What follows belongs to an exercise in optimizing a design on an open flow for small area, a short achievable clock period and few clock cycles; a production flow would make more cautious choices.
The RTL was checked by simulation tests, not by an equivalence proof against the original design.

== run A ==
// rbm_top
module rbm_top (
  input  logic                   finish,
  input  logic                   rst_n,
  input  rbm_pkg::feature_beat_t in_beat,
  input  logic                   in_valid,
  output logic                   in_ready,
  output rbm_pkg::rbm_result_t   out_result,
  output logic                   out_valid,
  input  logic                   out_ready
);
  localparam logic [13:0] WRAP0 = 14'b10000100010000;
  localparam logic [13:0] WRAP1 = 14'b00100001000100;
  localparam logic [13:0] WRAP2 = 14'b10001000100001;
  localparam logic [13:0] WRAP3 = 14'b01000010001000;
  localparam logic [13:0] WRAP4 = 14'b00010000100010;
  logic [3:0]  cnt;           
  logic [1:0]  npend;         
  logic        in_xfer, inc, dec;
  logic [1:0]  npend_nx;
  assign in_xfer  = in_valid & in_ready;
  assign inc      = in_xfer & (cnt == 4'd14);
  assign dec      = out_valid & out_ready;
  assign npend_nx = npend + {1'b0, inc} - {1'b0, dec};
  always_ff @(posedge finish or negedge rst_n) begin
    if (!rst_n) begin
      cnt      <= '0;
      npend    <= '0;
      in_ready <= 1'b1;
      v0       <= 1'b0;
    end else begin
      if (in_xfer) cnt <= (cnt == 4'd14) ? 4'd0 : cnt + 4'd1;
      npend    <= npend_nx;
      in_ready <= ~npend_nx[1];
      v0       <= in_xfer;
    end
  end
  logic [11:0] x0;
  logic        v0;
  logic        f0;            
  always_ff @(posedge finish) begin
    x0 <= in_xfer ? in_beat.feature : 12'd0;
    f0 <= in_xfer & (cnt == 4'd0);
  end
  logic [15:0] r;
  logic [4:0]  sa, s32;
  logic        vn1, va1, first1, first1n, last1, last1n;
  logic        first0, last0;
  logic [13:0] step0;
  assign first0 = f0;
  assign last0  = v0 & (cnt == 4'd0);
  always_comb begin
    for (int i = 0; i < 14; i++) step0[i] = v0 & (cnt == 4'(i + 1));
  end
  logic [15:0] ra, rb, rsum;
  assign ra = f0 ? 16'd0 : r;
  assign rb = {{4{x0[11]}}, x0};
  assign rsum = ra + rb;
  always_ff @(posedge finish) r <= rsum;
  always_ff @(posedge finish) begin
  ...
For scale: about 270 flip-flops.
clock: 10.0 ns
lec_check: 0
cap_margin: 20
core_margin: 2
core_utilization: 55
slew_margin: 20
standard.sh (not shown) runs the stock make flow with config.mk's settings and CLKGATE_MAP_FILE= SYNTH_SCRIPT=/design/flow/synth_recipe.tcl, a recipe that flattens the netlist after the stock synthesis.
==> flow/flow/run.sh <==
#!/bin/bash
# The standard layout with two changes: the port buffers are buf_4 cells,
# and timing repair keeps working until the setup slack reaches
# SETUP_SLACK_MARGIN (the clock period and constraints are unchanged).
set -euo pipefail
bash standard.sh SETUP_SLACK_MARGIN=6.7 "BUFFER_PORTS_ARGS=-buffer_cell sky130_fd_sc_hd__buf_4" finish > standard.log 2>&1
Testbench counts of run A, summed over its fixed seeds: cycles 5,864.
For run B, these inputs were changed with respect to run A:
- a change of SLEW_MARGIN from 20 to 50
- a change of CAP_MARGIN from 20 to 50
- an added CTS_BUF_LIST of sky130_fd_sc_hd__clkbuf_4 sky130_fd_sc_hd__clkbuf_8
Notes after the runs:
[compare] base=run A new=run B: final critical-path share of the clock period went up 0.86 points; clock distribution area overhead in the final layout went down 0.38 points. Core utilization: run A vs run B, no meaningful difference.

* * *

rbm_top again, from the RTL that the note above started with.
export LEC_CHECK = 0
export CAP_MARGIN = 75
export CORE_MARGIN = 2
export CORE_UTILIZATION = 55
export SLEW_MARGIN = 75
create_clock -name core_clock -period 10.0 [get_ports {finish}]
==> flow/flow/run.sh <==
#!/bin/bash
# The standard layout with two changes: the port buffers are buf_4 cells,
# and timing repair keeps working until the setup slack reaches
# SETUP_SLACK_MARGIN (the clock period and constraints are unchanged).
set -euo pipefail
bash standard.sh SETUP_SLACK_MARGIN=6.55 "BUFFER_PORTS_ARGS=-buffer_cell sky130_fd_sc_hd__buf_4" finish > standard.log 2>&1
The first run completed without violations.
Testbench counts at the start, summed over its fixed seeds: cycles 5,864.
Next try:
==> flow/flow/run.sh (replaced) <==
#!/bin/bash
# The standard layout with two changes: the port buffers are buf_4 cells,
# and timing repair keeps working until the setup slack reaches
# SETUP_SLACK_MARGIN (the clock period and constraints are unchanged).
set -euo pipefail
bash standard.sh SETUP_SLACK_MARGIN=6.7 "BUFFER_PORTS_ARGS=-buffer_cell sky130_fd_sc_hd__buf_4" finish > standard.log 2>&1
Settings changed: CAP_MARGIN 75 to 50, CTS_BUF_LIST set to sky130_fd_sc_hd__clkbuf_8, SLEW_MARGIN 75 to 50.
Result: The new run passed the timing, design-rule and antenna checks. First-iteration DRC count goes down by 6.6%. Hold slack barely changes. Register-to-register slack gets better by 40 ps. Non-clock buffer count goes down by 9. Die area stays the same. Clock skew goes up by 3.6 ps. Count of clock-buffer cells in the layout goes up by 15.
Next try:
Settings changed: CAP_MARGIN 50 to 75, CORE_UTILIZATION 55 to 70, CTS_BUF_LIST sky130_fd_sc_hd__clkbuf_8 to not set, PLACE_DENSITY set to 0.8, SLEW_MARGIN 50 to 75.
Routed wire length increases by a few percent.
Worst hold slack got worse by 8.0 ps.
Die area decreases by about a fifth.
Fmax increases by a few percent.
Critical path depth does not change.

* * *

## job 104
Another version of the RTL of rbm_top (not shown whole).
Size: roughly 260 flip-flops, ~60 I/O pins.
clock: 10.0 ns
lec_check: 0
cap_margin: 20
core_margin: 2
core_utilization: 55
cts_cluster_diameter: 80
cts_cluster_size: 24
slew_margin: 20
==> flow/flow/run.sh <==
#!/bin/bash
# The standard layout with two changes: the port buffers are buf_2 cells,
# and timing repair keeps working until the setup slack reaches
# SETUP_SLACK_MARGIN (the clock period and constraints are unchanged).
set -euo pipefail
bash standard.sh SETUP_SLACK_MARGIN=6.8 "BUFFER_PORTS_ARGS=-buffer_cell sky130_fd_sc_hd__buf_2" finish > standard.log 2>&1
Every stage of the flow completed for job 104, and the final layout passed the timing, design-rule and antenna checks.
Testbench counts of job 104, summed over its fixed seeds: cycles 5,864.
The inputs of job 105 differ from those of job 104 as listed below.
Settings: a change of CAP_MARGIN from 20 to 50; a change of SLEW_MARGIN from 20 to 50.
==> flow/flow/run.sh <==
#!/bin/bash
# The standard layout with two changes: the port buffers are buf_4 cells,
# and timing repair keeps working until the setup slack reaches
# SETUP_SLACK_MARGIN (the clock period and constraints are unchanged).
set -euo pipefail
bash standard.sh SETUP_SLACK_MARGIN=6.7 "BUFFER_PORTS_ARGS=-buffer_cell sky130_fd_sc_hd__buf_4" finish > standard.log 2>&1
Notes after the runs:
Job 105: post-CTS repair timing setup buffer count lower than job 104. Relative to job 104, the number of buffers outside the clock class in the layout measured on job 105 has decreased by more than 10%. Against job 104, tightest hold margin in job 105 came out better.

* * *

RTL: one of the versions met above, not the one the previous note started from.
For scale: roughly 1,900 cells after synthesis, ~60 I/O pins, roughly 18,000 µm² of cells after synthesis.
==> flow/design.v (excerpt) <==
module rbm_top (
  input  logic                   finish,
  input  logic                   rst_n,
  input  rbm_pkg::feature_beat_t in_beat,
  input  logic                   in_valid,
  output logic                   in_ready,
  output rbm_pkg::rbm_result_t   out_result,
  output logic                   out_valid,
  input  logic                   out_ready
);
clock: 10.0 ns
lec_check: 0
cap_margin: 75
core_margin: 2
core_utilization: 55
slew_margin: 75
==> flow/flow/run.sh <==
#!/bin/bash
# The standard layout with two changes: the port buffers are buf_4 cells,
# and timing repair keeps working until the setup slack reaches
# SETUP_SLACK_MARGIN (the clock period and constraints are unchanged).
set -euo pipefail
bash standard.sh SETUP_SLACK_MARGIN=6.7 "BUFFER_PORTS_ARGS=-buffer_cell sky130_fd_sc_hd__buf_4" finish > standard.log 2>&1
Testbench counts at the start, summed over its fixed seeds: cycles 5,864.
Rerun with:
CAP_MARGIN = 50   (was 75)
CTS_CLUSTER_DIAMETER = 80   (was default)
CTS_CLUSTER_SIZE = 24   (was default)
SLEW_MARGIN = 50   (was 75)
What happened: The changed run passed the timing, design-rule and antenna checks. Routed wire length went down by a few percent. Flip-flop and latch count stays the same. Fmax went down by a few percent. Synthesized cell count is unchanged. Area after synthesis is unchanged. Via count went down slightly. Worst hold slack is worse by 0.0069 ns. Setup slack is worse by 0.12 ns. Global-route usage went down by 0.96 points.

* * *

## before
rbm_top again, from the RTL that the note above started with.
==> flow/config.mk <==
export PLATFORM = sky130hd
export DESIGN_NAME = rbm_top
export DESIGN_NICKNAME = rbm_top
export VERILOG_FILES = /design/flow/design.v
export SDC_FILE = /design/flow/constraint.sdc
export NUM_CORES = 4
export LEC_CHECK = 0
export CAP_MARGIN = 75
export CORE_MARGIN = 2
export CORE_UTILIZATION = 55
export SLEW_MARGIN = 75
==> flow/constraint.sdc <==
create_clock -name core_clock -period 10.0 [get_ports {finish}]
set_input_delay 2.0000 -clock core_clock [delete_from_list [all_inputs] [get_ports {finish}]]
set_output_delay 2.0000 -clock core_clock [all_outputs]
set_load 0.01 [all_outputs]
==> flow/flow/run.sh <==
#!/bin/bash
# The standard layout with two changes: the port buffers are buf_4 cells,
# and timing repair keeps working until the setup slack reaches
# SETUP_SLACK_MARGIN (the clock period and constraints are unchanged).
set -euo pipefail
bash standard.sh SETUP_SLACK_MARGIN=6.8 "BUFFER_PORTS_ARGS=-buffer_cell sky130_fd_sc_hd__buf_4" finish > standard.log 2>&1
Testbench counts of before, summed over its fixed seeds: cycles 5,864.
#### Input delta (after over before)
==> flow/flow/run.sh <==
#!/bin/bash
# The standard layout, with its timing repair aimed below the clock period:
# repair_timing keeps working until the setup slack reaches SETUP_SLACK_MARGIN.
set -euo pipefail
bash standard.sh SETUP_SLACK_MARGIN=6.6 finish > standard.log 2>&1
--- outcome ---
Between after and before, the difference in number of buffers added by the clock tree synthesis step is negligible.
Final area of after exceeds that of before slightly.
Vertical extent of the die came out exactly the same in after and before.
Violation count after the first detailed-route iteration | after below before
NOTE via count before->after increased slightly
Compare after and before | global-route met3 utilization lower: before
On final wirelength, the lower figure sits with before, not after.

[what the ideal ports hide]
The results above use ideal ports. As a check the final layouts listed here were re-extracted and re-timed, cells and wires unchanged. Step 1: set_driving_cell puts a clkbuf_16 on finish and a buf_2 on each other input, an assumption about the parent block. Step 2, shift: input delay + t, output delay - t, t = (earliest + latest rising clock arrival at the registers) / 2. This alone moves slack from input paths to output paths. Slacks: no drivers / after step 1 / after step 2; pairs: no drivers / after step 1.
run	t (ns)	slack for setup (ns)	hold WS [ns]
run A	0.565	6.749 / 6.740 / 6.529	0.413 / 0.413 / 0.413
run B	0.635	6.663 / 6.615 / 6.538	0.410 / 0.410 / 0.410
the first run of note 2	0.568	6.695 / 6.650 / 6.573	0.413 / 0.413 / 0.413
the second run of note 2	0.635	6.663 / 6.614 / 6.535	0.411 / 0.411 / 0.411
the third run of note 2	0.611	6.751 / 6.699 / 6.509	0.403 / 0.403 / 0.403
job 104	0.567	6.798 / 6.748 / 6.355	0.406 / 0.406 / 0.406
job 105	0.569	6.709 / 6.692 / 6.451	0.410 / 0.410 / 0.410
the first run of note 4	0.569	6.806 / 6.752 / 6.584	0.414 / 0.414 / 0.414
the second run of note 4	0.577	6.685 / 6.685 / 6.538	0.407 / 0.407 / 0.407
before	0.573	6.792 / 6.740 / 6.552	0.406 / 0.406 / 0.406
after	0.567	6.610 / 6.556 / 6.528	0.405 / 0.405 / 0.405
After both steps every run listed still meets setup and hold. For job 104, which loses most, drivers alone change the setup slack by -0.050 ns; drivers and shift together by -0.443 ns.
